What follows belongs to an exercise in optimizing a design on an open flow for small area and a short achievable clock period; a production flow would make more cautious choices.
Where RTL was checked, it was by simulation tests only, not by an equivalence proof against the original.
The RTL of runs 1, 2 and 7 was laid out without a check of its function.
Power figures rest on the tool's default switching activity, not on a simulated workload.

$ cat flow/config.mk
export PLATFORM = sky130hd
export DESIGN_NAME = rx_dma_packetizer
export DESIGN_NICKNAME = rx_dma_packetizer
export VERILOG_FILES = /design/flow/design.v
export SDC_FILE = /design/flow/constraint.sdc
export NUM_CORES = 4
export LEC_CHECK = 0
export CAP_MARGIN = 20
export CORE_MARGIN = 2
export CORE_UTILIZATION = 45
export CTS_CLUSTER_DIAMETER = 60
export CTS_CLUSTER_SIZE = 30
export SETUP_SLACK_MARGIN = 2.5
export SLEW_MARGIN = 20
$ cat flow/constraint.sdc
create_clock -name core_clock -period 5.0 [get_ports {clk}]
set_input_delay 1.0000 -clock core_clock [delete_from_list [all_inputs] [get_ports {clk}]]
set_output_delay 1.0000 -clock core_clock [all_outputs]
set_load 0.01 [all_outputs]
$ cat flow/design.v
`default_nettype none
module rx_dma_packetizer #(
    parameter int FIFO_DEPTH    = 64,
    parameter int FRAME_SAMPLES = 256
) (
    input  logic        clk,
    input  logic        rst,
    input  logic        enable,
    input  logic        s_valid,
    input  logic [15:0] s_i,
    input  logic [15:0] s_q,
    output logic        m_axis_valid,
    input  logic        m_axis_ready,
    output logic [7:0]  m_axis_data,
    output logic        m_axis_last,
    output logic        overflow,
    output logic [15:0] drop_count,
    input  logic        clear_status
);
    localparam logic [1:0] c_ST_IDLE = 2'd0;
    localparam logic [1:0] c_ST_RUN  = 2'd1;
    localparam logic [1:0] c_ST_PAD  = 2'd2;
    logic [1:0]  r_state;
    logic [7:0]  r_wr_pos;       
    logic [7:0]  r_rd_pos;       
    logic [31:0] r_mem [0:63];
    logic        r_valid;
    logic [1:0]  r_byte_idx;
    logic [7:0]  r_data;
    logic [23:0] r_hold;
    logic        r_last;
    logic        r_overflow;
    logic [15:0] r_drop_count;
    wire w_lo_eq   = (r_wr_pos[5:0] == r_rd_pos[5:0]);
    wire w_hi_eq   = (r_wr_pos[7:6] == r_rd_pos[7:6]);
    wire w_full    = w_lo_eq && !w_hi_eq;
    wire w_empty   = w_lo_eq && w_hi_eq;
    wire w_run_acc    = (r_state == c_ST_RUN) && enable;
    wire w_in_pad     = (r_state == c_ST_PAD);
    wire w_frame_last = (r_wr_pos == 8'hFF);
    wire w_pad_write  = w_in_pad && !w_full;
    wire w_push       = (w_run_acc && s_valid && !w_full) || w_pad_write;
    wire w_drop       = w_run_acc && s_valid && w_full;
    wire w_hs      = r_valid && m_axis_ready;
    wire w_pop     = !w_empty && (!r_valid || (w_hs && (r_byte_idx == 2'd3)));
    always_ff @(posedge clk) begin
        if (rst) begin
            r_state <= c_ST_IDLE;
        end else begin
            case (r_state)
                c_ST_IDLE: if (enable) r_state <= c_ST_RUN;
                c_ST_RUN:  if (!enable) r_state <= (r_wr_pos == 8'd0) ? c_ST_IDLE : c_ST_PAD;
                c_ST_PAD:  if (w_pad_write && w_frame_last) r_state <= c_ST_IDLE;
                default:   r_state <= c_ST_IDLE;
            endcase
        end
    end
    logic [63:0] w_wr_sel;
    logic [63:0] w_rd_sel;
    logic [63:0] r_rd_sel;       
    logic [31:0] w_wr_data;
    logic [31:0] w_rd_data;
    assign w_wr_sel  = 64'd1 << r_wr_pos[5:0];
    assign w_rd_sel  = r_rd_sel;
    assign w_wr_data = w_in_pad ? 32'd0 : {s_q, s_i};
    always_ff @(posedge clk) begin
        for (int k = 0; k < 64; k++) begin
            if (w_wr_sel[k] && !w_full) r_mem[k] <= w_wr_data;
        end
    end
    always_comb begin
        w_rd_data = '0;
        for (int k = 0; k < 64; k++) begin
            w_rd_data = w_rd_data | ({32{w_rd_sel[k]}} & r_mem[k]);
        end
    end
    always_ff @(posedge clk) begin
        if (rst) begin
            r_wr_pos <= '0;
            r_rd_pos <= '0;
        end else begin
            if (w_push) r_wr_pos <= r_wr_pos + 8'd1;
            if (w_pop)  r_rd_pos <= r_rd_pos + 8'd1;
        end
    end
    always_ff @(posedge clk) begin
        if (rst) begin
            r_rd_sel <= 64'd1;
        end else if (w_pop) begin
            r_rd_sel <= {r_rd_sel[62:0], r_rd_sel[63]};
        end
    end
    always_ff @(posedge clk) begin
        if (rst) begin
            r_valid    <= 1'b0;
            r_byte_idx <= 2'd0;
            r_last     <= 1'b0;
        end else begin
            if (w_pop)
                r_valid <= 1'b1;
            else if (w_hs && (r_byte_idx == 2'd3))
                r_valid <= 1'b0;
            if (w_hs) begin
                r_byte_idx <= r_byte_idx + 2'd1;
                r_last     <= (r_byte_idx == 2'd2) && (r_rd_pos == 8'd0);
            end
        end
    end
    wire w_take_new = !r_valid || (r_byte_idx == 2'd3);
    logic [7:0] w_next_byte;
    always_comb begin
        case (r_byte_idx)
            2'd0:    w_next_byte = r_hold[7:0];
            2'd1:    w_next_byte = r_hold[15:8];
            default: w_next_byte = r_hold[23:16];
        endcase
    end
    always_ff @(posedge clk) begin
        if (w_pop || w_hs) begin
            r_data <= w_take_new ? w_rd_data[7:0] : w_next_byte;
        end
        if (w_pop) begin
            r_hold <= w_rd_data[31:8];
        end
    end
    assign m_axis_data  = r_data;
    assign m_axis_last  = r_last;
    assign m_axis_valid = r_valid;
    always_ff @(posedge clk) begin
        if (rst) begin
            r_overflow   <= 1'b0;
            r_drop_count <= 16'd0;
        end else if (w_drop) begin
            r_overflow   <= 1'b1;
            r_drop_count <= clear_status ? 16'd1 :
                            (&r_drop_count) ? r_drop_count : r_drop_count + 16'd1;
        end else if (clear_status) begin
            r_overflow   <= 1'b0;
            r_drop_count <= 16'd0;
        end
    end
    assign overflow   = r_overflow;
    assign drop_count = r_drop_count;
endmodule
`default_nettype wire
$ cat flow/run.sh
#!/bin/bash
# synth_recipe.tcl (not shown) runs the flow's synth.tcl, then flattens the netlist and writes it again
# the make line also repeats each setting of config.mk as NAME=value (left out here)
make -C /OpenROAD-flow-scripts/flow DESIGN_CONFIG=/design/flow/config.mk WORK_HOME=/design/flow/orfs CLKGATE_MAP_FILE= SYNTH_SCRIPT=/design/flow/synth_recipe.tcl finish
==> results of run 1 <==
==> logic make-up after synthesis <==
| group | after synthesis | share of synthesized area (%) |
|---|---|---|
| AOI/OAI and AO/OA | 1176 | 12.2 |
| xor gates and xnor gates | 14 | 0.175 |
| adders and majority gates | 13 | 0.207 |
| buffers and inverters | 329 | 1.62 |
| DFF | 2183 | 82.0 |
| muxes | 2 | 0.0255 |
| and+or+nand+nor | 557 | 3.74 |
==> layout make-up <==
class | count | share of cell area, %
clock buffers | 150 | 3.89
clock inverters | 100 | 1.35
inverters | 19 | 0.0798
flip-flops and latches | 2183 | 70.0
well taps | 2325 | 3.14
repair buffers | 460 | 6.13
multi-input cells | 1767 | 15.4
diodes | 10 | 0.0270
==> layout by cell type (no fill, tap or decap), drive strengths merged, types with 12 or more instances in the layout <==
cell,count
edfxtp,2080
a22o,414
a221oi,412
buf,385
a22oi,182
clkbuf,164
nand2,157
nand4,147
a21oi,109
dfxtp,103
nor2,65
inv,62
clkinv,45
nand3,37
nor3,37
clkdlybuf4s50,36
and2,35
or4,32
clkdlybuf4s15,15
nor4,15
ha,13
o21ai,13
xnor2,12
==> per-stage QoR <==
step / cell area (um2) / power (mW) / hold slack [ps] / util [%]
finish: 92600 / 35.5 / 475 / 53.2
global route: 92500 / 36.1 / 495 / 53.2
CTS: 91100 / 35.3 / 480 / 52.4
detailed placement: 83900 / 23.0 / 473 / 48.2
global placement: 83800 / 23.0 / 462 / 48.2
floorplan: 79300 / 21.8 / 445 / -
==> metal layers <==
layer	wire, um	GRT usage [%]	vias to the layer above
li1	-	-	18666
met1	111000	47.8	26444
met5	144	0	-
met2	145000	53.6	5699
met3	57500	11.5	1160
met4	23100	19.2	20
==> sequential cells by signal (all words and copies together) (netlist names) <==
register      cells
r_valid           1
r_hold           24
r_state           2
r_mem          2048
r_rd_pos          8
r_last            1
r_data            8
r_overflow        1
r_drop_count     16
r_byte_idx        2
r_wr_pos          8
r_rd_sel         64
==> power by group through the flow <==
stage	combinational [mW]	clock (mW)	sequential, mW
after floorplan	1.03	0	20.8
after detailed placement	2.10	0	20.9
final	2.34	12.8	20.5
after global routing	2.34	13.3	20.5
after global placement	2.08	0	20.9
after CTS	2.20	12.7	20.4
==> critical path, delay by kind of cell, from the launching register on <==
kind / cells / cell delay (ps)
flops: 1 / 360
fa+ha+maj: 1 / 400
simple gates: 3 / 1070
buf+inv: 2 / 490
==> worst max path at each step <==
stage	startpoint	end	slack, ps	cells past startpoint
global placement	r_wr_pos[3]$_SDFFE_PP0P_	r_mem[2][18]$_DFFE_PP_	1300	7
floorplan	r_rd_pos[7]$_SDFFE_PP0P_	r_mem[33][0]$_DFFE_PP_	2160	8
finish	r_wr_pos[0]$_SDFFE_PP0P_	r_mem[32][10]$_DFFE_PP_	2330	6
detailed placement	r_wr_pos[3]$_SDFFE_PP0P_	r_mem[2][12]$_DFFE_PP_	1310	7
global route	r_rd_pos[7]$_SDFFE_PP0P_	r_mem[4][10]$_DFFE_PP_	2280	10
CTS	r_rd_pos[6]$_SDFFE_PP0P_	r_mem[12][25]$_DFFE_PP_	2070	7
==> timing repair <==
| item | in CTS | in global routing |
|---|---|---|
| endpoints found under the setup margin | 2764 | 1069 |
| hold endpoints to repair | 0 | 0 |
| cloned | 11 | 18 |
| resized for setup | 340 | 127 |
| setup buffers | 97 | 42 |
| pin swaps | 39 | 23 |
==> results.json, run 1 <==
{
  "dp_slack_ps": 1310,
  "synth-main-ff-cell": "edfxtp_1",
  "synth_common_cells": "2080 x edfxtp_1, 414 x a22o_1, 412 x a221oi_1",
  "ys_types": 56,
  "status": "finished clean",
  "regArea_um2": 64800,
  "cp-end-kind": "register",
  "worst_pin_slew_ps": 993,
  "final_layout_size_suffix_gt1_share_pct": 20.1,
  "holdPathStages": 2,
  "crit_fanout": 12,
  "fmax_mhz": 374,
  "num-nets-final": 4618,
  "switchingPower_mw": 8.85,
  "cp.required_ps": 5490,
  "avgSynthCellArea_um2": 18.4,
  "clk_pin_slew_ps": 80,
  "grt_pass1_vias": 46716,
  "io_pins": 65,
  "clock_skew_ps": 60.8,
  "die_w_um": 422,
  "clk_latency_ps": 850,
  "dp_cells": 6586,
  "drt_iter0_drc": 12810,
  "synth_top_area_cell": "edfxtp_1",
  "io_buffer_count": 64,
  "power.share.sequential_pct": 57.5,
  "initial_utilization_pct": 45.3,
  "p_leak_nw": 28.7,
  "syn_inst": 4274,
  "slew_violations": 0,
  "synth_edf_count": 2080,
  "syn-cell-area_um2": 78700,
  "layout_min_cycle_time_ps": 2670,
  "internal-power_mw": 26.7,
  "setup_ws_ps": 2330,
  "die_area_um2": 178000,
  "vias_per_cell": 7.41,
  "gp_congestion": 0.905,
  "antenna_found_initial": 16,
  "cts_buffer_depth": 3,
  "dp.final_hpwl_um": 182000,
  "r2r_cells": 6,
  "yosysWarnings": 2,
  "slowest_delay_ps": 460,
  "fin_setup_tns_ps": 0,
  "clkSinkCount": 2183,
  "synth.most_common_cell": "edfxtp_1",
  "drt_drc_violations_left": 0,
  "setup_viol": 0,
  "drt_first_pass_iters": 8,
  "cp_slowest_cell": "or3_4",
  "ant_nets": 0,
  "crit_type": "reg2reg",
  "maxCapViolations": 0,
  "synth_top_area_share_pct": 79.4,
  "grt.total_usage_pct": 36.2,
  "path_cells": "inv_1 -> ha_1 -> nand2b_1 -> or3_4 -> nor3_4 -> buf_4",
  "r2r_end": "r_mem[32][10]$_DFFE_PP_",
  "ir_drop_mv": 0.317,
  "hold_viol": 0,
  "wl_per_cell_um": 48.0,
  "rows": 153,
  "layout.cells.non_filler": 7014,
  "ys_ff_latch": 2183,
  "powerDensity_nw_per_um2": 384,
  "worstHoldStart": "r_overflow$_SDFFE_PP0P_",
  "fillers": 13616,
  "arrival_ps": 3160,
  "grt_max_degree": 76,
  "cts_tree": "yes",
  "cp-start-kind": "register",
  "clockRootBuffer": "clkbuf_16",
  "hold_end": "r_overflow$_SDFFE_PP0P_",
  "syn_to_final_growth_pct": 17.7,
  "slew_headroom_pct": 33.8,
  "comb_power_share_pct": 6.6,
  "synth_area_leaders": "edfxtp_1 79%, a22o_1 4.6%, a221oi_1 4.6%",
  "ys_seq_area_share_pct": 82.0,
  "finalWirelength_um": 337000,
  "cts_hold_buf": 0,
  "rsz0062_at_grt": "true",
  "clkPwrFrac_pct": 35.9,
  "syn_nets": 4325,
  "core_region_area_um2": 174000,
  "grt_pass1_wl_um": 429000,
  "p_sw_share_pct": 24.9,
  "die_h_um": 422,
  "r2r_setup_slack_ps": 2330,
  "async_flop_share_pct": 0,
  "multi_input_area_um2": 14200,
  "vias": 51989,
  "min_period_over_period_pct": 53.4,
  "hp-class": "reg2reg",
  "cts_buffers": 136,
  "grt-ovfl-total": 0,
  "reg2reg_from": "r_wr_pos[0]$_SDFFE_PP0P_",
  "h-tree-depth": 4
}
==> run 2, diff against run 1 <==
--- a/flow/design.v
+++ b/flow/design.v
@@ -35,3 +35,4 @@
     wire w_hi_eq   = (r_wr_pos[7:6] == r_rd_pos[7:6]);
-    wire w_full    = w_lo_eq && !w_hi_eq;
+    logic r_full;                
+    wire w_full    = r_full;
     wire w_empty   = w_lo_eq && w_hi_eq;
@@ -60,5 +61,6 @@
     logic [63:0] r_rd_sel;       
+    logic [63:0] r_wr_sel;       
     logic [31:0] w_wr_data;
     logic [31:0] w_rd_data;
-    assign w_wr_sel  = 64'd1 << r_wr_pos[5:0];
+    assign w_wr_sel  = r_wr_sel;
     assign w_rd_sel  = r_rd_sel;
@@ -83,2 +85,19 @@
             if (w_pop)  r_rd_pos <= r_rd_pos + 8'd1;
+        end
+    end
+    wire w_count_63 = ((r_wr_pos + 8'd1 - r_rd_pos) == 8'd64);
+    always_ff @(posedge clk) begin
+        if (rst) begin
+            r_full <= 1'b0;
+        end else if (w_pop) begin
+            r_full <= 1'b0;
+        end else if (w_push) begin
+            r_full <= w_count_63;
+        end
+    end
+    always_ff @(posedge clk) begin
+        if (rst) begin
+            r_wr_sel <= 64'd1;
+        end else if (w_push) begin
+            r_wr_sel <= {r_wr_sel[62:0], r_wr_sel[63]};
         end
==> run 2 against run 1 <==
Critical endpoint is now r_data[5]$_DFFE_PP_. Via count hardly changed. Die area is 3.1% higher. Critical path type unchanged. Final area is 0.37% lower. Synthesized cell count is 4.8% higher. Flip-flop and latch count is 65 higher. Worst setup slack better by 21 ps. Worst hold slack worse by 26 ps. Power is 1.1% lower. Clock skew is 1.3 ps higher. Clock-buffer cell count is 3 lower.
==> results.json, run 2 <==
{
  "io_pins": 65,
  "fmax_mhz": 377,
  "use_met3_pct": 10.3,
  "grt_pass1_wl_um": 431000,
  "num-nets-final": 4707,
  "synth_top_area_share_pct": 77.0,
  "cts_tree": "yes",
  "vias": 51972,
  "ir_drop_mv": 0.270,
  "p_leak_nw": 28.7,
  "hold_viol": 0,
  "die_w_um": 429,
  "min_period_over_period_pct": 53.0,
  "yosysWarnings": 2,
  "grt_max_degree": 83,
  "slew_violations": 0,
  "maxCapViolations": 0,
  "layout.cells.non_filler": 7127,
  "syn_nets": 4535,
  "vias_per_cell": 7.29,
  "cts_buffers": 133,
  "synth_common_cells": "2080 x edfxtp_1, 411 x a22o_1, 410 x a221oi_1",
  "clock_skew_ps": 62.1,
  "ys_ff_latch": 2248,
  "worst_pin_slew_ps": 1290,
  "hp-class": "reg2reg",
  "die_area_um2": 184000,
  "grt_use_met2_pct": 51.6,
  "r2r_setup_slack_ps": 2350,
  "drt_first_pass_iters": 8,
  "slew_headroom_pct": 14.2,
  "final_layout_size_suffix_gt1_share_pct": 15.9,
  "synth.area.mux_share_pct": 0.840,
  "hold_slack_ps": 449,
  "ant_nets": 0,
  "stdcell_area_um2": 92200,
  "clk_pin_slew_ps": 100,
  "status": "finished clean",
  "fin_setup_tns_ps": 0,
  "clockRootBuffer": "clkbuf_16",
  "grt-ovfl-total": 0,
  "drt_iter0_drc": 11348,
  "rows": 155,
  "drt_drc_violations_left": 0,
  "largestRegisters": "r_mem: 2048 flops, r_rd_sel: 64 flops, r_wr_sel: 64 flops",
  "antenna_found_initial": 13,
  "crit_type": "reg2reg",
  "r2r_cells": 6,
  "powerDensity_nw_per_um2": 381,
  "final_cell_mix": "2080 x edfxtp_1, 411 x a22o_1, 395 x a221oi_1",
  "io_buffer_count": 64,
  "syn-cell-area_um2": 81100,
  "synth-main-ff-cell": "edfxtp_1",
  "ys_seq_area_share_pct": 81.1,
  "core_region_area_um2": 179000,
  "finalWirelength_um": 332000,
  "die_h_um": 429,
  "layout_min_cycle_time_ps": 2650,
  "syn_inst": 4481,
  "synth_top_area_cell": "edfxtp_1",
  "cts_buffer_depth": 3,
  "top_register": "r_mem",
  "clkSinkCount": 2248,
  "syn_to_final_growth_pct": 13.7,
  "rsz0062_at_grt": "true",
  "avgSynthCellArea_um2": 18.1,
  "wl_per_cell_um": 46.6,
  "synth_compound_area_share_pct": 11.8,
  "grt.total_usage_pct": 35.2,
  "use_met1_pct": 47.0,
  "synth_area_leaders": "edfxtp_1 77%, a22o_1 4.4%, a221oi_1 4.4%",
  "grt_pass1_vias": 46650,
  "dp.final_hpwl_um": 179000,
  "initial_utilization_pct": 45.4,
  "cp-start-kind": "register",
  "largest_reg_flops": 2048,
  "place_area_um2": 86200,
  "synth-simple-area-share_pct": 3.97,
  "dp_cells": 6793,
  "arrival_ps": 3210,
  "synth_xor_area_share_pct": 0.389,
  "gp_congestion": 0.876,
  "clk_latency_ps": 860,
  "setup_viol": 0,
  "final_common_cell": "edfxtp_1",
  "crit_fanout": 19,
  "synth_adder_area_share_pct": 0.247,
  "synth_top_family_by_area": "compound AO/OA/AOI/OAI gates",
  "ys_types": 61,
  "p_total_mw": 35.1,
  "async_flop_share_pct": 0,
  "cp.required_ps": 5560,
  "cts_hold_buf": 0,
  "cp-end-kind": "register",
  "synth_edf_count": 2080,
  "synth.most_common_cell": "edfxtp_1",
  "busiest_layer": "met2",
  "h-tree-depth": 4,
  "holdPathStages": 2
}
-- run 2: cell count changes in the layout (fill, tap and decap cells not counted), moves of 39 or more --
cell      previous run  this run
buf_12              95        43
mux2i_1              1        67
nor2b_4              0        64
nor2_4              41         2
a221oi_1           351       395
dfxtp_1              9        88
nor2_1              24       101
-- run 2: worst max-delay path, cell delays in order, from the launching register on --
cell      delay (ps)
dfxtp_4          750
buf_4            620
a22o_1           240
a221oi_1          40
nand4_1          120
nor3_1            70
a31oi_1          490
-- run 2: layer usage --
layer,wire [um],up-vias
met5,114,-
met4,23000,12
met3,52400,1063
met2,144000,5202
met1,113000,26701
li1,-,18994
-- run 2: repair_timing --
item,in CTS,in global routing
endpoints found under the hold margin,0,0
setup endpoints to repair,2232,701
pin swaps,5,4
buffers inserted,51,26
gates resized for setup,187,39
-- run 2: worst paths after layout --
kind | start | end
worst min-delay path | r_wr_sel[15]$_SDFFE_PP0P_ | r_wr_sel[16]$_SDFFE_PP0P_
worst min register to register | r_wr_sel[15]$_SDFFE_PP0P_ | r_wr_sel[16]$_SDFFE_PP0P_
worst max register to register | r_rd_sel[1]$_SDFFE_PP0P_ | r_data[5]$_DFFE_PP_
worst max-delay path | r_rd_sel[1]$_SDFFE_PP0P_ | r_data[5]$_DFFE_PP_
-- run 2: where the power goes --
group	switching [mW]	internal, mW
logic	1.29	0.551
clock network	6.87	5.57
registers	0.169	20.7
total	8.33	26.8
-- run 2: cell type report --
class	count	area, um2
Timing Repair Buffer	359	3830
Tap cell	2355	2950
Fill cell	14242	86600
Sequential cell	2248	66100
Clock inverter	100	1080
Clock buffer	147	3500
Multi-Input combinational cell	1897	14700
Inverter	14	52.6
Antenna cell	7	17.5
-- run 2: per-stage QoR --
step / setup slack [ps] / util [%]
floorplan: 2280 / -
global placement: 1680 / 48.0
detailed placement: 1620 / 48.2
CTS: 2310 / 51.3
global route: 2500 / 51.6
finish: 2350 / 51.6
-- run 2: cells by family after synthesis --
kind of cell,count (synthesis)
fa+ha+maj,16
buf+inv,336
simple gates,613
mux,68
xor+xnor,36
compound gates,1164
flops,2248
==> run 3, diff against run 2 <==
--- a/flow/design.v
+++ b/flow/design.v
@@ -61,6 +61,11 @@
     logic [63:0] r_rd_sel;       
-    logic [63:0] r_wr_sel;       
+    logic [7:0]  r_wr_lo;        
+    logic [7:0]  r_wr_hi;        
     logic [31:0] w_wr_data;
     logic [31:0] w_rd_data;
-    assign w_wr_sel  = r_wr_sel;
+    always_comb begin
+        for (int k = 0; k < 64; k++) begin
+            w_wr_sel[k] = r_wr_lo[k % 8] && r_wr_hi[k / 8];
+        end
+    end
     assign w_rd_sel  = r_rd_sel;
@@ -99,5 +104,7 @@
         if (rst) begin
-            r_wr_sel <= 64'd1;
+            r_wr_lo <= 8'd1;
+            r_wr_hi <= 8'd1;
         end else if (w_push) begin
-            r_wr_sel <= {r_wr_sel[62:0], r_wr_sel[63]};
+            r_wr_lo <= {r_wr_lo[6:0], r_wr_lo[7]};
+            if (r_wr_lo[7]) r_wr_hi <= {r_wr_hi[6:0], r_wr_hi[7]};
         end
--- a/flow/config.mk
+++ b/flow/config.mk
@@ -12,3 +12,3 @@
 export CTS_CLUSTER_SIZE = 30
-export SETUP_SLACK_MARGIN = 2.5
+export SETUP_SLACK_MARGIN = 2.8
 export SLEW_MARGIN = 20
==> run 3 against run 2 <==
Die area shrank 2.1%. Clock power increased by 3%. Final area up 2.4%. Power grew 1.0%. Final cell count increased by 0.48%. Utilization grew 2.2 points. Worst setup slack improved by 120 ps. First-iteration DRC count up 23%. Largest cell class unchanged. Largest power group unchanged.
==> results.json, run 3 <==
{
  "drt_drc_violations_left": 0,
  "hp-class": "reg2reg",
  "worst_pin_slew_ps": 1240,
  "async_flop_share_pct": 0,
  "syn-cell-area_um2": 79500,
  "antenna_found_initial": 30,
  "cts_buffers": 133,
  "rsz0062_at_grt": "true",
  "gp_congestion": 0.892,
  "setup_viol": 0,
  "ys_seq_area_share_pct": 81.6,
  "io_pins": 65,
  "powerDensity_nw_per_um2": 376,
  "finalWirelength_um": 362000,
  "syn_to_final_growth_pct": 18.9,
  "synth_top_area_cell": "edfxtp_1",
  "wl_met1_um": 116000,
  "clock_skew_ps": 44.9,
  "cp-end-kind": "primary output",
  "crit_type": "reg2out",
  "yosysWarnings": 2,
  "wl_met2_um": 145000,
  "fin_setup_tns_ps": 0,
  "synth_common_cells": "2080 x edfxtp_1, 411 x a22o_1, 410 x a221oi_1",
  "synth_top_family_by_area": "compound AO/OA/AOI/OAI gates",
  "cp-start-kind": "register",
  "crit_buf_inv": 1,
  "wl_met3_um": 69200,
  "die_h_um": 424,
  "clk_pin_slew_ps": 100,
  "clk_latency_ps": 830,
  "cts_buffer_depth": 3,
  "initial_utilization_pct": 45.2,
  "slew_violations": 0,
  "vias": 54571,
  "wl_per_cell_um": 50.6,
  "die_w_um": 424,
  "rows": 154,
  "arrival_ps": 1540,
  "vias_per_cell": 7.62,
  "cts_hold_buf": 0,
  "drt_first_pass_iters": 7,
  "p_leak_nw": 30.3,
  "grt_pass1_vias": 47264,
  "ir_drop_mv": 0.280,
  "dp.final_hpwl_um": 177000,
  "top_layer": "met5",
  "synth_xor_area_share_pct": 0.276,
  "cp.required_ps": 4000,
  "drt_iter0_drc": 13958,
  "slew_headroom_pct": 17.1,
  "largestRegisters": "r_mem: 2048 flops, r_rd_sel: 64 flops, r_hold: 24 flops",
  "syn_inst": 4260,
  "die_area_um2": 180000,
  "path_cells": "buf_2",
  "dp_slack_ps": 1460,
  "synth-simple-area-share_pct": 3.61,
  "final_layout_size_suffix_gt1_share_pct": 24.8,
  "synth_area_leaders": "edfxtp_1 79%, a22o_1 4.5%, a221oi_1 4.5%",
  "min_period_over_period_pct": 50.7,
  "synth-main-ff-cell": "edfxtp_1",
  "status": "finished clean",
  "io_buffer_count": 64,
  "crit_fanout": 2,
  "syn_nets": 4314,
  "grt_max_degree": 83,
  "largest_reg_flops": 2048,
  "synth_adder_area_share_pct": 0.252,
  "fmax_mhz": 394,
  "ys_types": 68,
  "grt.total_usage_pct": 38.8,
  "hold_viol": 0,
  "avgSynthCellArea_um2": 18.7,
  "synth_top_area_share_pct": 78.6,
  "crit_family": "flip-flops",
  "maxCapViolations": 0,
  "synth.most_common_cell": "edfxtp_1",
  "num-nets-final": 4743,
  "synth.area.mux_share_pct": 0.861,
  "grt_pass1_wl_um": 457000,
  "cts_tree": "yes",
  "setup_ws_ps": 2460,
  "synth_compound_area_share_pct": 11.8,
  "slowest_delay_ps": 520,
  "clkSinkCount": 2200,
  "final_cell_mix": "2080 x edfxtp_1, 409 x a22o_1, 303 x buf_4",
  "top_register": "r_mem",
  "synth_edf_count": 2080,
  "cp_slowest_cell": "edfxtp_1",
  "final_common_cell": "edfxtp_1",
  "ys_ff_latch": 2200,
  "grt-ovfl-total": 0,
  "core_region_area_um2": 176000,
  "h-tree-depth": 4,
  "ant_nets": 0,
  "r2r_setup_slack_ps": 2590,
  "layout_min_cycle_time_ps": 2540,
  "clockRootBuffer": "clkbuf_16"
}
run 3: cell types whose count changed in the layout (fill, tap and decap cells not counted), moves of 43 or more:
cell / before / now
a21oi_1: 92 / 36
a221oi_1: 395 / 275
a221oi_2: 15 / 130
and2_4: 26 / 106
buf_12: 43 / 92
buf_4: 194 / 303
buf_6: 39 / 82
dfxtp_1: 88 / 23
nand2_1: 151 / 33
nor2b_4: 64 / 7
run 3: cells by family (layout without fill, tap and decap cells):
group                      count (synthesis)  after routing
AOI/OAI and AO/OA                       1124           1125
xor gates and xnor gates                  25             25
adders and majority gates                 16             16
buffers and inverters                    313            822
DFF                                     2200           2200
muxes                                     68             68
other                                      0             29
and+or+nand+nor                          514            536
run 3: metal layers:
| layer | up-vias | track usage (%) |
|---|---|---|
| met1 | 27467 | 49.9 |
| li1 | 18909 | - |
| met2 | 6519 | 53.0 |
| met5 | - | 0.820 |
| met3 | 1646 | 17.6 |
| met4 | 30 | 25.0 |
run 3: timing repair:
action                     4_1_cts  5_1_grt
setup endpoints to repair     3801      758
resized for setup              537      185
gates cloned                    24       10
pin swaps                       50       67
buffers inserted               257       53
run 3: worst paths after layout:
kind,start,endpoint,depth (start not counted)
worst max-delay path,r_data[0]$_DFFE_PP_,m_axis_data[0],1
worst max register to register,r_wr_lo[2]$_SDFFE_PP0N_,r_mem[18][28]$_DFFE_PP_,2
worst min register to register,r_last$_SDFFE_PP0P_,r_last$_SDFFE_PP0P_,2
worst min-delay path,r_last$_SDFFE_PP0P_,r_last$_SDFFE_PP0P_,2
run 3: through the flow:
step	util [%]	cells	hold WS, ps	total power, mW	instance area (um2)
finish	53.7	7161	487	35.5	94400
global route	53.7	7136	517	36.0	94400
CTS	52.7	7068	486	35.1	92600
detailed placement	47.6	6549	454	22.7	83600
global placement	47.6	6549	446	22.7	83600
floorplan	-	4260	433	21.8	79500
run 3: worst min-delay path, delay by kind of cell, from the launching register on:
kind / cells / cell delay [ps]
and+or+nand+nor: 1 / 70
AOI/OAI and AO/OA: 1 / 60
DFF: 1 / 330
run 3: cell type report:
class | count | area [um2]
clock buffers | 150 | 3530
inverters | 16 | 60.1
fillers | 13645 | 81300
multi-input cells | 1770 | 15100
flip-flops and latches | 2200 | 65200
clock inverters | 88 | 1200
diodes | 29 | 72.6
well taps | 2340 | 2930
repair buffers | 568 | 6390
run 3: where the power goes:
group	total [mW]	internal, mW	switching, mW
Clock	12.8	6.08	6.77
Combinational	2.22	0.720	1.50
Sequential	20.4	20.3	0.110
Total	35.5	27.1	8.38
==> run 4, diff against run 3 <==
--- a/flow/config.mk
+++ b/flow/config.mk
@@ -12,3 +12,3 @@
 export CTS_CLUSTER_SIZE = 30
-export SETUP_SLACK_MARGIN = 2.8
+export SETUP_SLACK_MARGIN = 2.2
 export SLEW_MARGIN = 20
==> run 4 against run 3 <==
Still clean. Clock-buffer cell count fell by 3. Sequential power barely moved. Non-clock buffer count fell by 327. Synthesized cell count did not move. Register-to-register slack got worse by 620 ps. Area after synthesis did not move. Routed wire length fell by 8.0%. Via count fell by 6.9%. Largest power group unchanged. Highest routed layer unchanged.
==> results.json, run 4 <==
{
  "status": "finished clean",
  "cts_buffers": 134,
  "io_buffer_count": 64,
  "crit_fanout": 22,
  "yosysWarnings": 2,
  "arrival_ps": 3490,
  "busiest_layer": "met2",
  "layout_min_cycle_time_ps": 3030,
  "wl_per_cell_um": 49.0,
  "clk_pin_slew_ps": 80,
  "fin_setup_tns_ps": 0,
  "cp-start-kind": "register",
  "clockRootBuffer": "clkbuf_16",
  "die_h_um": 424,
  "synth_area_leaders": "edfxtp_1 79%, a22o_1 4.5%, a221oi_1 4.5%",
  "avgSynthCellArea_um2": 18.7,
  "ir_drop_mv": 0.346,
  "crit_type": "reg2reg",
  "drt_drc_violations_left": 0,
  "hold_viol": 0,
  "drt_iter0_drc": 12115,
  "synth_top_area_cell": "edfxtp_1",
  "p_leak_nw": 27.5,
  "stdcell_area_um2": 88500,
  "grt.total_usage_pct": 35.9,
  "grt-ovfl-total": 0,
  "gp_congestion": 0.859,
  "syn-cell-area_um2": 79500,
  "drt_first_pass_iters": 9,
  "r2r_setup_slack_ps": 1970,
  "rows": 154,
  "die_area_um2": 180000,
  "syn_nets": 4314,
  "synth_top_area_share_pct": 78.6,
  "num-nets-final": 4400,
  "place_area_um2": 83500,
  "rsz0062_at_grt": "true",
  "syn_inst": 4260,
  "synth-main-ff-cell": "edfxtp_1",
  "worst_pin_slew_ps": 1270,
  "final_cell_mix": "2080 x edfxtp_1, 411 x a22o_1, 409 x a221oi_1",
  "slew_violations": 0,
  "h-tree-depth": 4,
  "ys_seq_area_share_pct": 81.6,
  "fmax_mhz": 330,
  "synth_common_cells": "2080 x edfxtp_1, 411 x a22o_1, 410 x a221oi_1",
  "core_region_area_um2": 176000,
  "synth_edf_count": 2080,
  "io_pins": 65,
  "clkSinkCount": 2200,
  "antenna_found_initial": 23,
  "grt_pass1_wl_um": 427000,
  "final_common_cell": "edfxtp_1",
  "ys_types": 68,
  "hp-class": "reg2reg",
  "cts_hold_buf": 0,
  "synth.most_common_cell": "edfxtp_1",
  "ys_ff_latch": 2200,
  "cts_buffer_depth": 3,
  "grt_max_degree": 80,
  "powerDensity_nw_per_um2": 395,
  "largestRegisters": "r_mem: 2048 flops, r_rd_sel: 64 flops, r_hold: 24 flops",
  "initial_utilization_pct": 45.2,
  "vias": 50807,
  "final_layout_size_suffix_gt1_share_pct": 13.7,
  "dp.final_hpwl_um": 172000,
  "use_met3_pct": 11.1,
  "finalWirelength_um": 333000,
  "min_period_over_period_pct": 60.5,
  "clock_skew_ps": 45.5,
  "top_register": "r_mem",
  "grt_use_met2_pct": 52.1,
  "cp-end-kind": "register",
  "grt_pass1_vias": 44986,
  "die_w_um": 424,
  "cts_tree": "yes",
  "cp.required_ps": 5460,
  "largest_reg_flops": 2048,
  "syn_to_final_growth_pct": 11.4,
  "slew_headroom_pct": 15.1,
  "ant_nets": 0,
  "vias_per_cell": 7.47,
  "setup_viol": 0,
  "maxCapViolations": 0,
  "use_met1_pct": 48.5,
  "async_flop_share_pct": 0,
  "clk_latency_ps": 830
}
run 4: cell counts after synthesis:
Identical to the previous run, type by type.
run 4: routing by layer:
| layer | up-vias | share of wire, % |
|---|---|---|
| li1 | 18154 | - |
| met1 | 26092 | 34 |
| met2 | 5422 | 43 |
| met3 | 1113 | 16 |
| met4 | 26 | 7.0 |
| met5 | - | 0.098 |
run 4: critical path, cell delays in order, from the launching register on:
cell and delay, ps:
dfxtp_1 510, nor2b_2 730, and2_4 900, buf_4 490
run 4: through the flow:
step           setup slack [ps]  utilization (%)  hold WS [ps]  power [mW]  instances
2_1_floorplan              2730                -           433        21.8       4260
3_3_place_gp               1670             47.5           444        22.7       6530
3_5_place_dp               1640             47.5           459        22.7       6530
4_1_cts                    2150             50.2           479        34.8       6774
5_1_grt                    2030             50.4           500        35.5       6792
6_report                   1970             50.4           485        35.0       6805
run 4: final timing paths:
path / depth (start not counted) / from / end
min reg2reg: 2 / r_overflow$_SDFFE_PP0P_ / r_overflow$_SDFFE_PP0P_
max reg2reg: 3 / r_full$_SDFFE_PP0N_ / r_mem[11][17]$_DFFE_PP_
max: 3 / r_full$_SDFFE_PP0N_ / r_mem[11][17]$_DFFE_PP_
min: 2 / r_overflow$_SDFFE_PP0P_ / r_overflow$_SDFFE_PP0P_
run 4: cell families after synthesis:
logic type,after synthesis,share of synthesized area [%]
xor+xnor,25,0.276
mux,68,0.861
fa+ha+maj,16,0.252
buf+inv,313,1.54
compound gates,1124,11.8
simple gates,514,3.61
flops,2200,81.6
run 4: final cells by class:
type,count,area (um2)
Inverter,16,60.1
Clock inverter,95,1170
Timing Repair Buffer,241,2140
Clock buffer,147,3530
Fill cell,14221,87200
Sequential cell,2200,65000
Antenna cell,13,32.5
Tap cell,2340,2930
Multi-Input combinational cell,1753,13700
run 4: timing repair:
| action | in CTS | in global routing |
|---|---|---|
| pin swaps | 1 | 8 |
| gates cloned | 0 | 6 |
| buffers inserted | 2 | 10 |
| gates resized for setup | 37 | 20 |
| endpoints found under the setup margin | 763 | 578 |
run 4: power breakdown:
| group | switching, mW | internal (mW) | total [mW] |
|---|---|---|---|
| clock | 6.79 | 5.81 | 12.6 |
| combinational | 1.28 | 0.546 | 1.83 |
| sequential | 0.168 | 20.4 | 20.5 |
==> run 5, diff against run 4 <==
--- a/flow/config.mk
+++ b/flow/config.mk
@@ -12,3 +12,3 @@
 export CTS_CLUSTER_SIZE = 30
-export SETUP_SLACK_MARGIN = 2.2
+export SETUP_SLACK_MARGIN = 2.5
 export SLEW_MARGIN = 20
==> run 5 against run 4 <==
Die area stayed put. Fmax is 16% higher. Critical path type unchanged. Non-clock buffer count rose by 68. Largest cell class unchanged.
==> results.json, run 5 <==
{
  "clk_pin_slew_ps": 90,
  "powerDensity_nw_per_um2": 390,
  "ys_seq_area_share_pct": 81.6,
  "reg2reg_from": "r_wr_lo[6]$_SDFFE_PP0N_",
  "clockRootBuffer": "clkbuf_16",
  "cp-start-kind": "register",
  "dp_cells": 6530,
  "die_w_um": 424,
  "r2r_cells": 2,
  "h-tree-depth": 4,
  "grt_pass1_wl_um": 445000,
  "fmax_mhz": 383,
  "core_region_area_um2": 176000,
  "drt_iter0_drc": 12478,
  "largestRegisters": "r_mem: 2048 flops, r_rd_sel: 64 flops, r_hold: 24 flops",
  "arrival_ps": 3060,
  "path_cells": "and2_4 -> buf_4",
  "comb_power_share_pct": 5.4,
  "syn-cell-area_um2": 79500,
  "r2r_setup_slack_ps": 2390,
  "cp.required_ps": 5450,
  "status": "finished clean",
  "grt.total_usage_pct": 37.7,
  "cts_hold_buf": 0,
  "min_period_over_period_pct": 52.2,
  "wl_per_cell_um": 50.4,
  "syn_inst": 4260,
  "die_h_um": 424,
  "setup_ws_ps": 2390,
  "syn_nets": 4314,
  "dp_slack_ps": 1640,
  "holdPathStages": 2,
  "crit_fanout": 17,
  "layout.cells.non_filler": 6889,
  "top_register": "r_mem",
  "yosysWarnings": 2,
  "post-route-util_pct": 51.2,
  "clkSinkCount": 2200,
  "stdcell_area_um2": 89900,
  "rows": 154,
  "slew_headroom_pct": 10.4,
  "synth_top_area_share_pct": 78.6,
  "io_pins": 65,
  "crit_buf_inv": 1,
  "slowest_delay_ps": 860,
  "avgSynthCellArea_um2": 18.7,
  "ir_drop_mv": 0.345,
  "synth_edf_count": 2080,
  "io_buffer_count": 64,
  "p_leak_nw": 28.1,
  "r2r_end": "r_mem[14][25]$_DFFE_PP_",
  "final_common_cell": "edfxtp_1",
  "worst_pin_slew_ps": 1340,
  "drt_drc_violations_left": 0,
  "ys_ff_latch": 2200,
  "p_sw_share_pct": 23.7,
  "drt_first_pass_iters": 7,
  "cp_slowest_cell": "dfxtp_1",
  "ant_nets": 0,
  "die_area_um2": 180000,
  "cts_tree": "yes",
  "synth_top_area_cell": "edfxtp_1",
  "synth_area_leaders": "edfxtp_1 79%, a22o_1 4.5%, a221oi_1 4.5%",
  "async_flop_share_pct": 0,
  "num-nets-final": 4482,
  "final_cell_mix": "2080 x edfxtp_1, 411 x a22o_1, 400 x a221oi_1",
  "synth-main-ff-cell": "edfxtp_1",
  "vias_per_cell": 7.52,
  "layout_min_cycle_time_ps": 2610,
  "grt_pass1_vias": 45928,
  "crit_type": "reg2reg",
  "rsz0062_at_grt": "true",
  "dp.final_hpwl_um": 172000,
  "final_layout_size_suffix_gt1_share_pct": 16.2,
  "gp_congestion": 0.859,
  "vias": 51792,
  "hold_end": "r_overflow$_SDFFE_PP0P_",
  "power.share.sequential_pct": 58.5,
  "ys_types": 68,
  "antenna_found_initial": 29,
  "crit_family": "flip-flops",
  "initial_utilization_pct": 45.2,
  "fin_setup_tns_ps": 0,
  "p_total_mw": 35.1,
  "hold_slack_ps": 482,
  "setup_viol": 0,
  "clkPwrFrac_pct": 36.0,
  "worstHoldStart": "r_overflow$_SDFFE_PP0P_",
  "grt-ovfl-total": 0,
  "hp-class": "reg2reg",
  "largest_reg_flops": 2048,
  "switchingPower_mw": 8.32,
  "internal-power_mw": 26.7,
  "syn_to_final_growth_pct": 13.2,
  "maxCapViolations": 0,
  "hold_viol": 0,
  "clock_skew_ps": 51.3,
  "place_area_um2": 83500,
  "finalWirelength_um": 347000,
  "slew_violations": 0,
  "cts_buffer_depth": 3,
  "synth_common_cells": "2080 x edfxtp_1, 411 x a22o_1, 410 x a221oi_1",
  "synth.most_common_cell": "edfxtp_1",
  "grt_max_degree": 80,
  "clk_latency_ps": 840,
  "cts_buffers": 134,
  "cp-end-kind": "register"
}
==> run 5: cell counts after synthesis <==
No cell type changed its count.
==> run 5: worst register-to-register path: cells and delay by family, from the launching register on <==
family | cells | cell delay, ps
buffers and inverters | 1 | 620
flip-flops | 1 | 860
AND/OR/NAND/NOR | 1 | 740
==> run 5: layout make-up <==
class,count,area (um2)
flip-flops and latches,2200,65100
clock buffers,147,3530
inverters,16,60.1
diodes,15,37.5
fillers,14114,85800
repair buffers,309,3110
clock inverters,95,1170
well taps,2340,2930
multi-input cells,1767,14000
==> run 5: power by group through the flow <==
| stage | registers, mW | clock network (mW) | logic, mW |
|---|---|---|---|
| final | 20.5 | 12.6 | 1.91 |
| after CTS | 20.5 | 12.5 | 1.79 |
| after detailed placement | 20.9 | 0 | 1.74 |
| after global placement | 20.9 | 0 | 1.73 |
| after floorplan | 20.8 | 0 | 0.933 |
| after global routing | 20.5 | 13.1 | 1.91 |
==> run 5: cell families (layout without fill, tap and decap cells) <==
kind of cell,after synthesis,count (layout),synth area share [%]
compound gates,1124,1125,11.8
buf+inv,313,567,1.54
mux,68,68,0.861
fa+ha+maj,16,16,0.252
simple gates,514,533,3.61
xor+xnor,25,25,0.276
flops,2200,2200,81.6
other cells,0,15,0
==> run 5: worst max path at each step <==
stage          slack [ps]                            end  cells past startpoint                         start
4_1_cts              2150                  drop_count[2]                      1  r_drop_count[2]$_SDFFE_PP0P_
2_1_floorplan        2730  r_drop_count[10]$_SDFFE_PP0P_                      5                       s_valid
6_report             2390        r_mem[14][25]$_DFFE_PP_                      2       r_wr_lo[6]$_SDFFE_PP0N_
3_3_place_gp         1670       r_rd_sel[0]$_SDFFE_PP1P_                      6                  m_axis_ready
5_1_grt              2480   r_drop_count[7]$_SDFFE_PP0P_                      6                        enable
3_5_place_dp         1640       r_rd_sel[0]$_SDFFE_PP1P_                      6                  m_axis_ready
==> run 5: repair_timing <==
item	in CTS	in global routing
pin swaps	19	2
hold endpoints to repair	0	0
setup buffers	70	8
gates cloned	20	2
endpoints found under the setup margin	1684	661
resized for setup	188	51
==> run 5: metal layers <==
metal | wire (um) | share of wire (%) | GRT usage [%] | up-vias
li1 | - | - | - | 18363
met1 | 113000 | 33 | 48.4 | 26261
met2 | 144000 | 41 | 53.1 | 5754
met3 | 60500 | 17 | 15.1 | 1378
met4 | 29000 | 8.4 | 24.4 | 36
met5 | 626 | 0.18 | 0.926 | -
==> run 6, diff against run 5 <==
==> flow/flow/run.sh (new file) <==
#!/bin/bash
set -o pipefail
cp standard.sh standard.sh.orig.log
cp config.mk config.mk.orig.log
echo 'export BUFFER_PORTS_ARGS = -buffer_cell sky130_fd_sc_hd__buf_4' >> config.mk
bash standard.sh > standard.log 2>&1
==> flow/standard.sh (new file) <==
#!/bin/bash
# synth_recipe.tcl (not shown) runs the flow's synth.tcl, then flattens the netlist and writes it again
# the make line also repeats each setting of config.mk as NAME=value (left out here)
make -C /OpenROAD-flow-scripts/flow DESIGN_CONFIG=/design/flow/config.mk WORK_HOME=/design/flow/orfs CLKGATE_MAP_FILE= SYNTH_SCRIPT=/design/flow/synth_recipe.tcl "${@:-finish}"
--- a/flow/config.mk
+++ b/flow/config.mk
@@ -14 +14,2 @@
 export SLEW_MARGIN = 20
+export BUFFER_PORTS_ARGS = -buffer_cell sky130_fd_sc_hd__buf_4
removed: flow/run.sh
==> run 6 against run 5 <==
Final area decreased by 1.1%. Global-route usage fell by 1.4 points. Sequential share of layout area rose by 0.71 points. Register-to-register slack worse by 300 ps. Critical endpoint is now r_mem[10][7]$_DFFE_PP_. Highest routed layer unchanged.
==> results.json, run 6 <==
{
  "status": "finished clean",
  "largest_reg_flops": 2048,
  "switchingPower_mw": 8.44,
  "internal-power_mw": 26.6,
  "clockRootBuffer": "clkbuf_16",
  "async_flop_share_pct": 0,
  "rows": 154,
  "ir_drop_mv": 0.285,
  "grt_max_degree": 90,
  "power.share.sequential_pct": 58.8,
  "io_pins": 65,
  "fmax_mhz": 343,
  "die_h_um": 424,
  "syn-cell-area_um2": 79500,
  "comb_power_share_pct": 5.3,
  "hold_slack_ps": 481,
  "synth_edf_count": 2080,
  "clkSinkCount": 2200,
  "rsz0062_at_grt": "true",
  "grt-ovfl-total": 0,
  "syn_nets": 4314,
  "cts_buffers": 133,
  "syn_inst": 4260,
  "drt_first_pass_iters": 9,
  "gp_congestion": 0.873,
  "use_met1_pct": 49.5,
  "synth_top_area_cell": "edfxtp_1",
  "cts_buffer_depth": 3,
  "h-tree-depth": 4,
  "yosysWarnings": 2,
  "cp-end-kind": "register",
  "p_total_mw": 35.1,
  "ant_nets": 0,
  "powerDensity_nw_per_um2": 395,
  "min_period_over_period_pct": 58.3,
  "hp-class": "reg2reg",
  "clk_pin_slew_ps": 80,
  "num-nets-final": 4431,
  "grt.total_usage_pct": 36.3,
  "cp.required_ps": 5460,
  "busiest_layer": "met2",
  "wl_per_cell_um": 49.6,
  "die_w_um": 424,
  "fin_setup_tns_ps": 0,
  "io_buffer_count": 64,
  "slew_headroom_pct": 14.9,
  "grt_pass1_vias": 45577,
  "ys_seq_area_share_pct": 81.6,
  "slew_violations": 0,
  "synth_top_area_share_pct": 78.6,
  "core_region_area_um2": 176000,
  "largestRegisters": "r_mem: 2048 flops, r_rd_sel: 64 flops, r_hold: 24 flops",
  "stdcell_area_um2": 88900,
  "arrival_ps": 3370,
  "setup_viol": 0,
  "synth-main-ff-cell": "edfxtp_1",
  "cp-start-kind": "register",
  "grt_pass1_wl_um": 433000,
  "place_area_um2": 83300,
  "cts_tree": "yes",
  "finalWirelength_um": 339000,
  "use_met3_pct": 11.6,
  "slowest_delay_ps": 840,
  "initial_utilization_pct": 45.2,
  "final_common_cell": "edfxtp_1",
  "drt_drc_violations_left": 0,
  "p_sw_share_pct": 24.1,
  "post-route-util_pct": 50.6,
  "hold_viol": 0,
  "final_layout_size_suffix_gt1_share_pct": 15.8,
  "antenna_found_initial": 13,
  "drt_iter0_drc": 12831,
  "synth.most_common_cell": "edfxtp_1",
  "path_cells": "nor2b_2 -> and2_4 -> buf_4",
  "die_area_um2": 180000,
  "cp_slowest_cell": "nor2b_2",
  "vias": 51456,
  "ys_ff_latch": 2200,
  "layout_min_cycle_time_ps": 2910,
  "crit_fanout": 13,
  "avgSynthCellArea_um2": 18.7,
  "syn_to_final_growth_pct": 11.9,
  "vias_per_cell": 7.52,
  "clk_latency_ps": 840,
  "p_leak_nw": 27.7,
  "clkPwrFrac_pct": 35.9,
  "crit_type": "reg2reg",
  "synth_common_cells": "2080 x edfxtp_1, 411 x a22o_1, 410 x a221oi_1",
  "worst_pin_slew_ps": 1280,
  "grt_use_met2_pct": 52.5,
  "dp.final_hpwl_um": 173000,
  "synth_area_leaders": "edfxtp_1 79%, a22o_1 4.5%, a221oi_1 4.5%",
  "maxCapViolations": 0,
  "ys_types": 68,
  "clock_skew_ps": 61.6,
  "final_cell_mix": "2080 x edfxtp_1, 411 x a22o_1, 407 x a221oi_1",
  "top_register": "r_mem"
}
run 6: cell types whose count changed in the layout (fill, tap and decap cells not counted), sizes merged, moves of 3 or more:
cell / change
and2: -9
clkinv: +5
clkinvlp: -3
clkbuf: -7
inv: +6
buf: +22
dlygate4sd2: -12
clkdlybuf4s50: -36
clkdlybuf4s15: -11
run 6: cell families after synthesis:
group	count (synthesis)	synth area share, %
AOI/OAI and AO/OA	1124	11.8
DFF	2200	81.6
xor gates and xnor gates	25	0.276
buffers and inverters	313	1.54
and+or+nand+nor	514	3.61
muxes	68	0.861
adders and majority gates	16	0.252
run 6: path summary, 6_finish.rpt:
kind	from	to	slack (ps)	cells after the start
max	r_full$_SDFFE_PP0N_	r_mem[10][7]$_DFFE_PP_	2090	3
min	r_wr_hi[0]$_SDFFE_PP1P_	r_wr_hi[0]$_SDFFE_PP1P_	480	2
max reg2reg	r_full$_SDFFE_PP0N_	r_mem[10][7]$_DFFE_PP_	2090	3
min reg2reg	r_wr_hi[0]$_SDFFE_PP1P_	r_wr_hi[0]$_SDFFE_PP1P_	480	2
run 6: through the flow:
step,worst slack [ps],std cells
after global routing,2260,6827
final,2090,6842
after floorplan,2730,4260
after global placement,1230,6526
after detailed placement,2040,6527
after CTS,2300,6791
run 6: what timing repair did:
action                     in CTS  in global routing
cloned                          0                 11
pin swaps                       8                 10
resized for setup              57                 38
setup buffers                  20                 19
hold buffers                    0                  0
setup endpoints to repair    2175                565
run 6: layout make-up:
type                    count  area (um2)
fillers                 14180       86800
flip-flops and latches   2200       65000
multi-input cells        1757       13800
clock buffers             142        3450
well taps                2340        2930
repair buffers            269        2420
clock inverters           102        1250
inverters                  16        60.1
diodes                     16        40.0
run 6: layer usage:
layer | up-vias | routed length [um]
li1 | 18221 | -
met5 | - | 373
met1 | 26314 | 113000
met2 | 5743 | 142000
met3 | 1165 | 59500
met4 | 13 | 24200
run 6: power by group through the flow:
| stage | combinational, mW | clock [mW] | sequential [mW] |
|---|---|---|---|
| after global placement | 1.66 | 0 | 21.0 |
| after CTS | 1.70 | 12.5 | 20.6 |
| after floorplan | 0.933 | 0 | 20.8 |
| final | 1.86 | 12.6 | 20.6 |
| after detailed placement | 1.68 | 0 | 21.0 |
| after global routing | 1.87 | 13.1 | 20.6 |
run 6: worst max-delay path, delay by kind of cell (launching register included):
family / cells / cell delay (ps)
simple gates: 2 / 1500
flops: 1 / 470
buf+inv: 1 / 540
==> run 7, diff against run 6 <==
--- a/flow/design.v
+++ b/flow/design.v
@@ -63,2 +63,3 @@
     logic [7:0]  r_wr_hi;        
+    logic [7:0]  r_wr_hen;       
     logic [31:0] w_wr_data;
@@ -67,3 +68,3 @@
         for (int k = 0; k < 64; k++) begin
-            w_wr_sel[k] = r_wr_lo[k % 8] && r_wr_hi[k / 8];
+            w_wr_sel[k] = r_wr_lo[k % 8] && r_wr_hen[k / 8];
         end
@@ -74,3 +75,3 @@
         for (int k = 0; k < 64; k++) begin
-            if (w_wr_sel[k] && !w_full) r_mem[k] <= w_wr_data;
+            if (w_wr_sel[k]) r_mem[k] <= w_wr_data;
         end
@@ -93,18 +94,15 @@
     wire w_count_63 = ((r_wr_pos + 8'd1 - r_rd_pos) == 8'd64);
+    wire w_full_next = w_pop ? 1'b0 : (w_push ? w_count_63 : r_full);
+    wire [7:0] w_wr_hi_next = (w_push && r_wr_lo[7]) ? {r_wr_hi[6:0], r_wr_hi[7]} : r_wr_hi;
     always_ff @(posedge clk) begin
         if (rst) begin
-            r_full <= 1'b0;
-        end else if (w_pop) begin
-            r_full <= 1'b0;
-        end else if (w_push) begin
-            r_full <= w_count_63;
-        end
-    end
-    always_ff @(posedge clk) begin
-        if (rst) begin
-            r_wr_lo <= 8'd1;
-            r_wr_hi <= 8'd1;
-        end else if (w_push) begin
-            r_wr_lo <= {r_wr_lo[6:0], r_wr_lo[7]};
-            if (r_wr_lo[7]) r_wr_hi <= {r_wr_hi[6:0], r_wr_hi[7]};
+            r_full   <= 1'b0;
+            r_wr_lo  <= 8'd1;
+            r_wr_hi  <= 8'd1;
+            r_wr_hen <= 8'd1;
+        end else begin
+            r_full   <= w_full_next;
+            r_wr_hi  <= w_wr_hi_next;
+            r_wr_hen <= w_wr_hi_next & {8{!w_full_next}};
+            if (w_push) r_wr_lo <= {r_wr_lo[6:0], r_wr_lo[7]};
         end
==> flow/run.sh (new file) <==
#!/bin/bash
# synth_recipe.tcl (not shown) runs the flow's synth.tcl, then flattens the netlist and writes it again
# the make line also repeats each setting of config.mk as NAME=value (left out here)
make -C /OpenROAD-flow-scripts/flow DESIGN_CONFIG=/design/flow/config.mk WORK_HOME=/design/flow/orfs CLKGATE_MAP_FILE= SYNTH_SCRIPT=/design/flow/synth_recipe.tcl finish
--- a/flow/config.mk
+++ b/flow/config.mk
@@ -14,2 +14 @@
 export SLEW_MARGIN = 20
-export BUFFER_PORTS_ARGS = -buffer_cell sky130_fd_sc_hd__buf_4
removed: flow/flow/run.sh
removed: flow/standard.sh
==> run 7 against run 6 <==
Still clean. Clock-buffer cell count grew 14. First-iteration DRC count is 6.9% lower. Worst hold slack got worse by 3.9 ps. Area after synthesis increased by 0.24%. Final area is 0.80% higher. Critical path type unchanged. Critical endpoint is now r_wr_hen[5]$_SDFF_PP0_. Highest routed layer unchanged.
==> results.json, run 7 <==
{
  "multi_input_area_um2": 13900,
  "place_area_um2": 83800,
  "min_period_over_period_pct": 54.5,
  "vias_per_cell": 7.53,
  "cp-start-kind": "register",
  "cp.required_ps": 5690,
  "clkSinkCount": 2208,
  "wl_per_cell_um": 49.4,
  "avgSynthCellArea_um2": 18.7,
  "regArea_um2": 65200,
  "core_region_area_um2": 176000,
  "gp_congestion": 0.874,
  "drt_iter0_drc": 11942,
  "ys_seq_area_share_pct": 81.6,
  "synth-main-ff-cell": "edfxtp_1",
  "final_layout_size_suffix_gt1_share_pct": 15.3,
  "synth_top_area_cell": "edfxtp_1",
  "grt-ovfl-total": 0,
  "fillers": 14137,
  "clockRootBuffer": "clkbuf_16",
  "crit_buf_inv": 4,
  "top_register": "r_mem",
  "drt_drc_violations_left": 0,
  "grt_max_degree": 81,
  "cp_slowest_cell": "o41a_1",
  "io_buffer_count": 64,
  "ir_drop_mv": 0.291,
  "rows": 154,
  "ys_ff_latch": 2208,
  "largestRegisters": "r_mem: 2048 flops, r_rd_sel: 64 flops, r_hold: 24 flops",
  "dp.final_hpwl_um": 175000,
  "powerDensity_nw_per_um2": 394,
  "num-nets-final": 4441,
  "crit_type": "reg2reg",
  "crit_fanout": 7,
  "cts_tree": "yes",
  "r2r_setup_slack_ps": 2270,
  "grt.total_usage_pct": 36.8,
  "syn_to_final_growth_pct": 12.5,
  "fmax_mhz": 367,
  "syn-cell-area_um2": 79700,
  "final_cell_mix": "2080 x edfxtp_1, 415 x a22o_1, 400 x a221oi_1",
  "grt_pass1_vias": 46169,
  "crit_family": "compound AO/OA/AOI/OAI gates",
  "cp-end-kind": "register",
  "clk_pin_slew_ps": 80,
  "synth_edf_count": 2080,
  "synth_top_area_share_pct": 78.4,
  "grt_pass1_wl_um": 436000,
  "clock_skew_ps": 54.3,
  "finalWirelength_um": 338000,
  "die_area_um2": 180000,
  "arrival_ps": 3420,
  "syn_inst": 4267,
  "ant_nets": 0,
  "fin_setup_tns_ps": 0,
  "rsz0062_at_grt": "true",
  "clk_latency_ps": 850,
  "hold_viol": 0,
  "status": "finished clean",
  "slew_violations": 0,
  "cts_buffer_depth": 3,
  "ys_types": 59,
  "final_common_cell": "edfxtp_1",
  "hp-class": "reg2reg",
  "largest_reg_flops": 2048,
  "yosysWarnings": 2,
  "h-tree-depth": 4,
  "p_leak_nw": 28.0,
  "vias": 51558,
  "maxCapViolations": 0,
  "die_h_um": 425,
  "initial_utilization_pct": 45.3,
  "layout_min_cycle_time_ps": 2730,
  "antenna_found_initial": 15,
  "path_cells": "buf_6 -> inv_2 -> ha_4 -> ha_4 -> nor2b_4 -> o2111a_1 -> o41a_1 -> buf_4 -> o41ai_4 -> buf_6 -> a21boi_1",
  "setup_viol": 0,
  "worst_pin_slew_ps": 1320,
  "async_flop_share_pct": 0,
  "slowest_delay_ps": 460,
  "slew_headroom_pct": 11.7,
  "stdcell_area_um2": 89600,
  "synth.most_common_cell": "edfxtp_1",
  "io_pins": 65,
  "synth_common_cells": "2080 x edfxtp_1, 415 x a22o_1, 412 x a221oi_1",
  "drt_first_pass_iters": 6,
  "die_w_um": 425,
  "syn_nets": 4321,
  "synth_area_leaders": "edfxtp_1 78%, a22o_1 4.6%, a221oi_1 4.5%",
  "cts_buffers": 137
}
run 7: path summary, 6_finish.rpt:
path,start,end,cells after the start
min,r_overflow$_SDFFE_PP0P_,r_overflow$_SDFFE_PP0P_,2
max reg2reg,r_wr_pos[0]$_SDFFE_PP0N_,r_wr_hen[5]$_SDFF_PP0_,11
max,r_wr_pos[0]$_SDFFE_PP0N_,r_wr_hen[5]$_SDFF_PP0_,11
min reg2reg,r_overflow$_SDFFE_PP0P_,r_overflow$_SDFFE_PP0P_,2
run 7: per-stage QoR:
step	power, mW	hold slack (ps)	cells	setup slack [ps]	utilization, %
finish	35.3	477	6850	2270	50.9
detailed placement	22.7	476	6543	1330	47.6
floorplan	21.8	436	4267	2500	-
global route	35.9	509	6843	2200	50.9
CTS	35.2	484	6820	2270	50.7
global placement	22.7	456	6543	1370	47.6
run 7: worst register-to-register path: cells and delay by family (launching register included):
family	cells	cell delay [ps]
compound gates	4	1130
fa+ha+maj	2	480
buf+inv	4	480
flops	1	380
simple gates	1	130
run 7: routing by layer:
metal	track usage [%]	part of all wire [%]
met5	0	0.016
met4	23.1	8.0
met3	11.4	17
met2	52.9	42
met1	48.7	33
run 7: cell families after synthesis:
kind of cell | share of synthesized area, %
flops | 81.6
compound gates | 11.8
simple gates | 3.54
buf+inv | 1.50
mux | 0.974
xor+xnor | 0.314
fa+ha+maj | 0.251
run 7: cell type report:
class | count | share of cell area (%)
inverter | 18 | 0.0893
antenna | 8 | 0.0223
tap | 2340 | 3.27
sequential | 2208 | 72.8
multi-input combinational | 1751 | 15.6
clock inverter | 98 | 1.37
timing repair buffer | 271 | 2.84
clock buffer | 156 | 4.07
run 7: power by group:
part | switching [mW] | internal (mW)
logic | 1.32 | 0.521
registers | 0.125 | 20.4
clock network | 6.79 | 6.19
run 7: repair_timing:
action | in CTS | in global routing
pin swaps | 18 | 19
setup endpoints to repair | 1377 | 247
buffers inserted | 22 | 16
resized for setup | 160 | 60
cloned | 1 | 4
hold buffers | 0 | 0
==> run 8, diff against run 7 <==
--- a/flow/design.v
+++ b/flow/design.v
@@ -29,3 +29,3 @@
     logic [7:0]  r_data;
-    logic [23:0] r_hold;
+    logic [31:0] r_hold;
     logic        r_last;
@@ -132,9 +132,10 @@
     end
-    wire w_take_new = !r_valid || (r_byte_idx == 2'd3);
-    logic [7:0] w_next_byte;
+    wire [1:0] w_idx_next = r_byte_idx + {1'b0, w_hs};
+    logic [7:0] w_hold_byte;
     always_comb begin
-        case (r_byte_idx)
-            2'd0:    w_next_byte = r_hold[7:0];
-            2'd1:    w_next_byte = r_hold[15:8];
-            default: w_next_byte = r_hold[23:16];
+        case (w_idx_next)
+            2'd0:    w_hold_byte = r_hold[7:0];
+            2'd1:    w_hold_byte = r_hold[15:8];
+            2'd2:    w_hold_byte = r_hold[23:16];
+            default: w_hold_byte = r_hold[31:24];
         endcase
@@ -142,7 +143,5 @@
     always_ff @(posedge clk) begin
-        if (w_pop || w_hs) begin
-            r_data <= w_take_new ? w_rd_data[7:0] : w_next_byte;
-        end
+        r_data <= w_pop ? w_rd_data[7:0] : w_hold_byte;
         if (w_pop) begin
-            r_hold <= w_rd_data[31:8];
+            r_hold <= w_rd_data;
         end
==> run 8 against run 7 <==
Critical endpoint is now r_mem[61][4]$_DFFE_PP_. Combinational power about the same. Largest power group unchanged. Die area increased by 0.18%. Routed wire length decreased by 5.7%.
==> results.json, run 8 <==
{
  "final_layout_size_suffix_gt1_share_pct": 14.9,
  "cts_buffer_depth": 3,
  "synth_common_cells": "2080 x edfxtp_1, 512 x a221oi_1, 512 x a22o_1",
  "ys_seq_area_share_pct": 81.7,
  "final_cell_mix": "2080 x edfxtp_1, 512 x a22o_1, 504 x a221oi_1",
  "largestRegisters": "r_mem: 2048 flops, r_rd_sel: 64 flops, r_hold: 32 flops",
  "die_w_um": 425,
  "r2r_end": "r_mem[61][4]$_DFFE_PP_",
  "wl_per_cell_um": 46.4,
  "io_pins": 65,
  "avgSynthCellArea_um2": 18.5,
  "top_register": "r_mem",
  "syn-cell-area_um2": 79800,
  "min_period_over_period_pct": 52.9,
  "synth-simple-area-share_pct": 3.78,
  "cts_tree": "yes",
  "h-tree-depth": 4,
  "clk_latency_ps": 830,
  "grt.total_usage_pct": 34.6,
  "synth_area_leaders": "edfxtp_1 78%, a221oi_1 5.6%, a22o_1 5.6%",
  "cts_buffers": 133,
  "dp_slack_ps": 1510,
  "io_buffer_count": 64,
  "grt_pass1_vias": 44710,
  "dp.final_hpwl_um": 173000,
  "hold_slack_ps": 455,
  "crit_type": "reg2reg",
  "num-nets-final": 4481,
  "yosysWarnings": 2,
  "p_leak_nw": 27.8,
  "grt_max_degree": 85,
  "synth_top_area_cell": "edfxtp_1",
  "drt_iter0_drc": 11048,
  "stdcell_area_um2": 89500,
  "syn_inst": 4314,
  "r2r_cells": 2,
  "reg2reg_from": "r_wr_lo[5]$_SDFFE_PP0N_",
  "final_common_cell": "edfxtp_1",
  "holdPathStages": 2,
  "cts_hold_buf": 0,
  "core_region_area_um2": 176000,
  "slew_violations": 0,
  "post-route-util_pct": 50.8,
  "status": "finished clean",
  "finalWirelength_um": 319000,
  "worst_pin_slew_ps": 1260,
  "synth_edf_count": 2080,
  "drt_drc_violations_left": 0,
  "rows": 154,
  "powerDensity_nw_per_um2": 390,
  "hp-class": "reg2reg",
  "setup_viol": 0,
  "syn_to_final_growth_pct": 12.1,
  "grt-ovfl-total": 0,
  "vias_per_cell": 7.30,
  "slew_headroom_pct": 15.7,
  "syn_nets": 4367,
  "ys_types": 49,
  "clk_pin_slew_ps": 110,
  "drt_first_pass_iters": 8,
  "crit_fanout": 17,
  "cp-start-kind": "register",
  "antenna_found_initial": 17,
  "clkSinkCount": 2216,
  "rsz0062_at_grt": "true",
  "arrival_ps": 3060,
  "place_area_um2": 83700,
  "clock_skew_ps": 46.3,
  "endpoint": "r_mem[61][4]$_DFFE_PP_",
  "clockRootBuffer": "clkbuf_16",
  "layout_min_cycle_time_ps": 2640,
  "synth_top_area_share_pct": 78.3,
  "vias": 50279,
  "maxCapViolations": 0,
  "ir_drop_mv": 0.377,
  "cp-startpoint": "r_wr_lo[5]$_SDFFE_PP0N_",
  "gp_congestion": 0.895,
  "setup_ws_ps": 2360,
  "ant_nets": 0,
  "grt_pass1_wl_um": 415000,
  "initial_utilization_pct": 45.3,
  "synth_xor_area_share_pct": 0.406,
  "cp-end-kind": "register",
  "ys_ff_latch": 2216,
  "hold_viol": 0,
  "die_h_um": 425,
  "fillers": 14193,
  "synth_top_family_by_area": "compound AO/OA/AOI/OAI gates",
  "fin_setup_tns_ps": 0,
  "async_flop_share_pct": 0,
  "largest_reg_flops": 2048,
  "synth.most_common_cell": "edfxtp_1",
  "cp.required_ps": 5420,
  "synth_compound_area_share_pct": 12.1,
  "synth_adder_area_share_pct": 0.235,
  "fmax_mhz": 378,
  "die_area_um2": 181000,
  "synth.area.mux_share_pct": 0.273,
  "r2r_setup_slack_ps": 2360,
  "synth-main-ff-cell": "edfxtp_1"
}
==> run 8: changes by cell type in the layout (fill, tap and decap cells not counted), sizes merged, moves of 12 or more <==
cell / before / now
a21oi: 38 / 99
a221oi: 412 / 512
a22o: 415 / 512
a22oi: 182 / 0
mux2i: 73 / 3
nand2: 37 / 203
nand3: 33 / 11
nor2: 110 / 40
xnor2: 10 / 22
==> run 8: power by group <==
group	total, mW	internal [mW]	switching, mW
Clock	12.4	5.64	6.72
Combinational	1.83	0.563	1.27
Sequential	20.7	20.5	0.222
==> run 8: cells by family after synthesis <==
group,Yosys count
compound gates,1145
simple gates,573
xor+xnor,37
fa+ha+maj,15
flops,2216
buf+inv,317
mux,11
==> run 8: final cells by class <==
class                   count  area [um2]  share of cell area [%]
diodes                     12        30.0                  0.0336
clock buffers             148        3480                    3.89
clock inverters            90        1090                    1.22
inverters                  16        67.6                  0.0755
multi-input cells        1781       13700                    15.3
flip-flops and latches   2216       65400                    73.1
well taps                2340        2930                    3.27
repair buffers            280        2770                    3.10
==> run 8: layer usage <==
metal | wire (um) | global-route usage [%]
met3 | 54200 | 10.9
met4 | 19100 | 15.8
met5 | 126 | 0
met2 | 138000 | 51.2
met1 | 108000 | 47.0
==> run 8: critical path, stage by stage, from the launching register on <==
cell,delay (ps)
dfxtp_1,630
and2_2,960
buf_4,630
==> run 8: how the worst min path moves through the flow <==
stage / startpoint / end / slack (ps)
final: r_wr_hi[5]$_SDFF_PP0_ / r_wr_hi[6]$_SDFF_PP0_ / 460
after global routing: r_wr_hi[1]$_SDFF_PP0_ / r_wr_hi[2]$_SDFF_PP0_ / 480
after CTS: r_wr_hi[1]$_SDFF_PP0_ / r_wr_hi[2]$_SDFF_PP0_ / 450
after detailed placement: r_wr_hi[6]$_SDFF_PP0_ / r_wr_hi[7]$_SDFF_PP0_ / 460
after global placement: r_wr_hi[5]$_SDFF_PP0_ / r_wr_hi[6]$_SDFF_PP0_ / 460
after floorplan: r_state[1]$_SDFFE_PP0P_ / r_state[0]$_SDFFE_PP0P_ / 440
==> run 8: through the flow <==
stage	cells	total power [mW]
final	6883	34.9
after global routing	6877	35.5
after CTS	6848	34.7
after detailed placement	6583	22.7
after global placement	6582	22.7
after floorplan	4314	21.9
==> run 8: what timing repair did <==
item,in CTS,in global routing
gates resized for setup,207,49
buffers inserted,27,21
pin swaps,6,8
cloned,0,2
setup endpoints to repair,2010,135

Check on run 8: ideal ports give 2.356 ns setup slack; a clkbuf_16 on the clock port and buf_2 on the inputs give 2.356 ns; moving port delays by the midpoint clock arrival (0.881 ns) as well gives 1.708 ns.
